This is an optimization exercise on Yosys and OpenROAD, whose aim is small area, a short achievable clock period and few clock cycles, not a production implementation. The RTL was checked by simulation tests, not by an equivalence proof against the original design. Power is estimated from default activity; no workload was simulated.

## wasm_code_stream_parser
module wasm_code_stream_parser #(
    parameter int MAX_DEPTH = wcsp_pkg::MAX_DEPTH_DEFAULT
) (
    input  wire logic                aclk,
    input  wire logic                aresetn,
    input  wire logic                s_valid,
    output logic                     s_ready,
    input  wire logic [8:0]          s_data,
    output logic                     m_valid,
    input  wire logic                m_ready,
    output logic      [117:0]        m_data
);
Size in the first run: ~1,100 cells after synthesis, ~160 flip-flops, about 130 I/O pins.
Settings: LEC_CHECK=0, ABC_CLOCK_PERIOD_IN_PS=2500, CAP_MARGIN=20, CORE_MARGIN=2, CORE_UTILIZATION=40, SETUP_SLACK_MARGIN=5, SLEW_MARGIN=20; clock period 8.5 ns.
standard.sh (not shown) runs the stock make flow with config.mk's settings and CLKGATE_MAP_FILE= SYNTH_SCRIPT=/design/flow/synth_recipe.tcl, a recipe that flattens the netlist after the stock synthesis.
==> flow/flow/run.sh <==
#!/bin/bash
set -euo pipefail
MARGIN=5.8
sed -e "s/SETUP_SLACK_MARGIN=[0-9.]*/SETUP_SLACK_MARGIN=$MARGIN/" \
    -e 's/ "\${@:-finish}"/ "BUFFER_PORTS_ARGS=-buffer_cell sky130_fd_sc_hd__buf_2" "${@:-finish}"/' \
    standard.sh > standard_mod.sh
grep -q "SETUP_SLACK_MARGIN=$MARGIN" standard_mod.sh
grep -q "BUFFER_PORTS_ARGS=" standard_mod.sh
bash standard_mod.sh > standard.log 2>&1
Testbench counts at the start, summed over its fixed seeds: cycles 33,140.
==> next run, changes <==
--- a/flow/flow/run.sh
+++ b/flow/flow/run.sh
@@ -3 +3 @@
-MARGIN=5.8
+MARGIN=5.4
Settings changed: CTS_BUF_LIST set to sky130_fd_sc_hd__clkbuf_4 sky130_fd_sc_hd__clkbuf_8.
Outcome: Sequential power hardly moves. Utilization decreases by 3.3 points. Cell area decreases by 6.8%. Routed wire length decreases by 5.4%. Non-clock buffer count decreases by 31. Die area does not change. Synthesized area does not change. Global-route usage decreases by 1.2 points. Register-to-register slack gets worse by 0.37 ns.
==> next run, changes <==
==> flow/flow/run.sh (replaced) <==
#!/bin/bash
set -euo pipefail
MARGIN=5.5
sed -e "s/SETUP_SLACK_MARGIN=[0-9.]*/SETUP_SLACK_MARGIN=$MARGIN/" standard.sh > standard_margin.sh
grep -q "SETUP_SLACK_MARGIN=$MARGIN" standard_margin.sh
bash standard_margin.sh > standard.log 2>&1
Settings changed: CTS_BUF_LIST sky130_fd_sc_hd__clkbuf_4 sky130_fd_sc_hd__clkbuf_8 to not set.
After rerunning: Synthesized area stays the same; setup slack got worse by 0.090 ns; combinational power increases by about a fifth.
==> next run, changes <==
==> flow/flow/run.sh (replaced) <==
#!/bin/bash
set -euo pipefail
MARGIN=5.5
sed -e "s/SETUP_SLACK_MARGIN=[0-9.]*/SETUP_SLACK_MARGIN=$MARGIN/" \
    -e 's/ "\${@:-finish}"/ "BUFFER_PORTS_ARGS=-buffer_cell sky130_fd_sc_hd__buf_2" "${@:-finish}"/' \
    standard.sh > standard_mod.sh
grep -q "SETUP_SLACK_MARGIN=$MARGIN" standard_mod.sh
grep -q "BUFFER_PORTS_ARGS=" standard_mod.sh
bash standard_mod.sh > standard.log 2>&1
Settings changed: ABC_AREA set to 1.
=> The changed run passed the timing, DRC and antenna checks; cell area fell by 2.1%; clock skew climbs by 0.0038 ns; first-iteration DRC count went down by 2.1%; clock-buffer cell count stays the same; global-route usage barely changes; routed wire length increases by 6.5%; sequential share of layout area increases by 0.69 points; combinational power rose by 12%; worst setup slack gets better by 0.15 ns; synthesized area goes up by 4.4%; final cell count rose by 22%.
==> next run, changes <==
==> flow/flow/run.sh (replaced) <==
#!/bin/bash
set -euo pipefail
MARGIN=5.2
sed -e "s/SETUP_SLACK_MARGIN=[0-9.]*/SETUP_SLACK_MARGIN=$MARGIN/" standard.sh > standard_margin.sh
grep -q "SETUP_SLACK_MARGIN=$MARGIN" standard_margin.sh
bash standard_margin.sh > standard.log 2>&1
Settings changed: ABC_AREA 1 to not set.
- The new run passed the timing, DRC and antenna checks
- non-clock buffer count came out lower by 6
- hold slack gains 0.039 ns
- utilization climbs by 2.1 points

---

wasm_code_stream_parser again, from the RTL that the note above started with.
Design wasm_code_stream_parser, start of the top module:
module wasm_code_stream_parser #(
    parameter int MAX_DEPTH = wcsp_pkg::MAX_DEPTH_DEFAULT
) (
    input  wire logic                aclk,
    input  wire logic                aresetn,
    input  wire logic                s_valid,
    output logic                     s_ready,
    input  wire logic [8:0]          s_data,
    output logic                     m_valid,
    input  wire logic                m_ready,
    output logic      [117:0]        m_data
);
clock: 8.5 ns
lec_check: 0
abc_clock_period_in_ps: 2500
cap_margin: 20
core_margin: 2
core_utilization: 40
setup_slack_margin: 5
slew_margin: 20
==> flow/flow/run.sh <==
#!/bin/bash
set -euo pipefail
MARGIN=5.5
sed -e "s/SETUP_SLACK_MARGIN=[0-9.]*/SETUP_SLACK_MARGIN=$MARGIN/" \
    -e 's/ "\${@:-finish}"/ "BUFFER_PORTS_ARGS=-buffer_cell sky130_fd_sc_hd__buf_1" "${@:-finish}"/' \
    standard.sh > standard_mod.sh
grep -q "SETUP_SLACK_MARGIN=$MARGIN" standard_mod.sh
grep -q "BUFFER_PORTS_ARGS=" standard_mod.sh
bash standard_mod.sh > standard.log 2>&1
Testbench counts at the start, summed over its fixed seeds: cycles 33,140.
Then changed:
--- a/flow/flow/run.sh
+++ b/flow/flow/run.sh
@@ -4,3 +4,3 @@
 sed -e "s/SETUP_SLACK_MARGIN=[0-9.]*/SETUP_SLACK_MARGIN=$MARGIN/" \
-    -e 's/ "\${@:-finish}"/ "BUFFER_PORTS_ARGS=-buffer_cell sky130_fd_sc_hd__buf_1" "${@:-finish}"/' \
+    -e 's/ "\${@:-finish}"/ "BUFFER_PORTS_ARGS=-buffer_cell sky130_fd_sc_hd__buf_2" "${@:-finish}"/' \
     standard.sh > standard_mod.sh
CTS_BUF_LIST = sky130_fd_sc_hd__clkbuf_4 sky130_fd_sc_hd__clkbuf_8   (was default)
After rerunning:
- wire length drops by about 0.36%
- clock-buffer cell count climbs by 5
- global-route usage climbs by 0.31 points
Then changed:
--- a/flow/flow/run.sh
+++ b/flow/flow/run.sh
@@ -2,3 +2,3 @@
 set -euo pipefail
-MARGIN=5.5
+MARGIN=5.65
 sed -e "s/SETUP_SLACK_MARGIN=[0-9.]*/SETUP_SLACK_MARGIN=$MARGIN/" \
CTS_BUF_LIST = default   (was sky130_fd_sc_hd__clkbuf_4 sky130_fd_sc_hd__clkbuf_8)
Outcome:
- The changed run finished clean
- power increases by 10%
- setup slack loses 7.2 ps
- wire length increases by 1.3%
- utilization increases by 1.6 points
- global-route usage increases by 0.47 points
- area after synthesis does not change
- worst hold slack loses 8.9 ps
- clock power increases by 28%
- count of clock-buffer cells in the layout decreases by 5
- maximum frequency is about the same
- non-clock buffer count increases by 5
Then changed:
--- a/flow/flow/run.sh
+++ b/flow/flow/run.sh
@@ -2,3 +2,3 @@
 set -euo pipefail
-MARGIN=5.65
+MARGIN=5.5
 sed -e "s/SETUP_SLACK_MARGIN=[0-9.]*/SETUP_SLACK_MARGIN=$MARGIN/" \
CORE_UTILIZATION = 50   (was 40)
CTS_BUF_LIST = sky130_fd_sc_hd__clkbuf_4 sky130_fd_sc_hd__clkbuf_8   (was default)
=>
- The changed run finished clean
- clock-buffer cell count does not change
- cell area shrinks by 4.3%
- combinational power came out lower by about 2%
- synthesized cell count is unchanged
- worst hold slack gets better by 88 ps
- power shrinks by 11%
- global-route usage went up by 5.9 points
- core utilization is higher by 9.3 points

## what the ideal ports hide
In the flow no input, the clock included, has a driving cell. The finished layouts below were timed again as built, in two steps.
Step 1, drivers: a clkbuf_16 drives aclk and a buf_2 each remaining input, both assumed.
Step 2 moves the port delays by t, midway between the first and last clock arrival at a register: inputs arrive t later, outputs are due t later. That takes back most of the time a late clock gives input paths.
Slacks: ideal / step 1 / step 2; pairs: ideal / step 1.
run	shift t [ns]	setup WS [ns]	cell pins on the clock port's net
the first run of note 1	0.486	5.456 / 5.407 / 5.408	1
the second run of note 1	0.501	5.468 / 5.425 / 5.073	1
the third run of note 1	0.483	5.378 / 5.332 / 5.089	1
the fourth run of note 1	0.491	5.526 / 5.478 / 5.122	1
the fifth run of note 1	0.482	5.252 / 5.206 / 4.883	1
the first run of note 2	0.477	5.527 / 5.477 / 5.218	1
the second run of note 2	0.506	5.477 / 5.435 / 5.169	1
the third run of note 2	0.485	5.470 / 5.420 / 5.287	1
the fourth run of note 2	0.520	5.449 / 5.410 / 5.179	1
After both steps setup and hold are still met in every run listed. For the fourth run of note 1, which loses most, drivers alone change the setup slack by -0.048 ns; drivers and shift together by -0.404 ns.
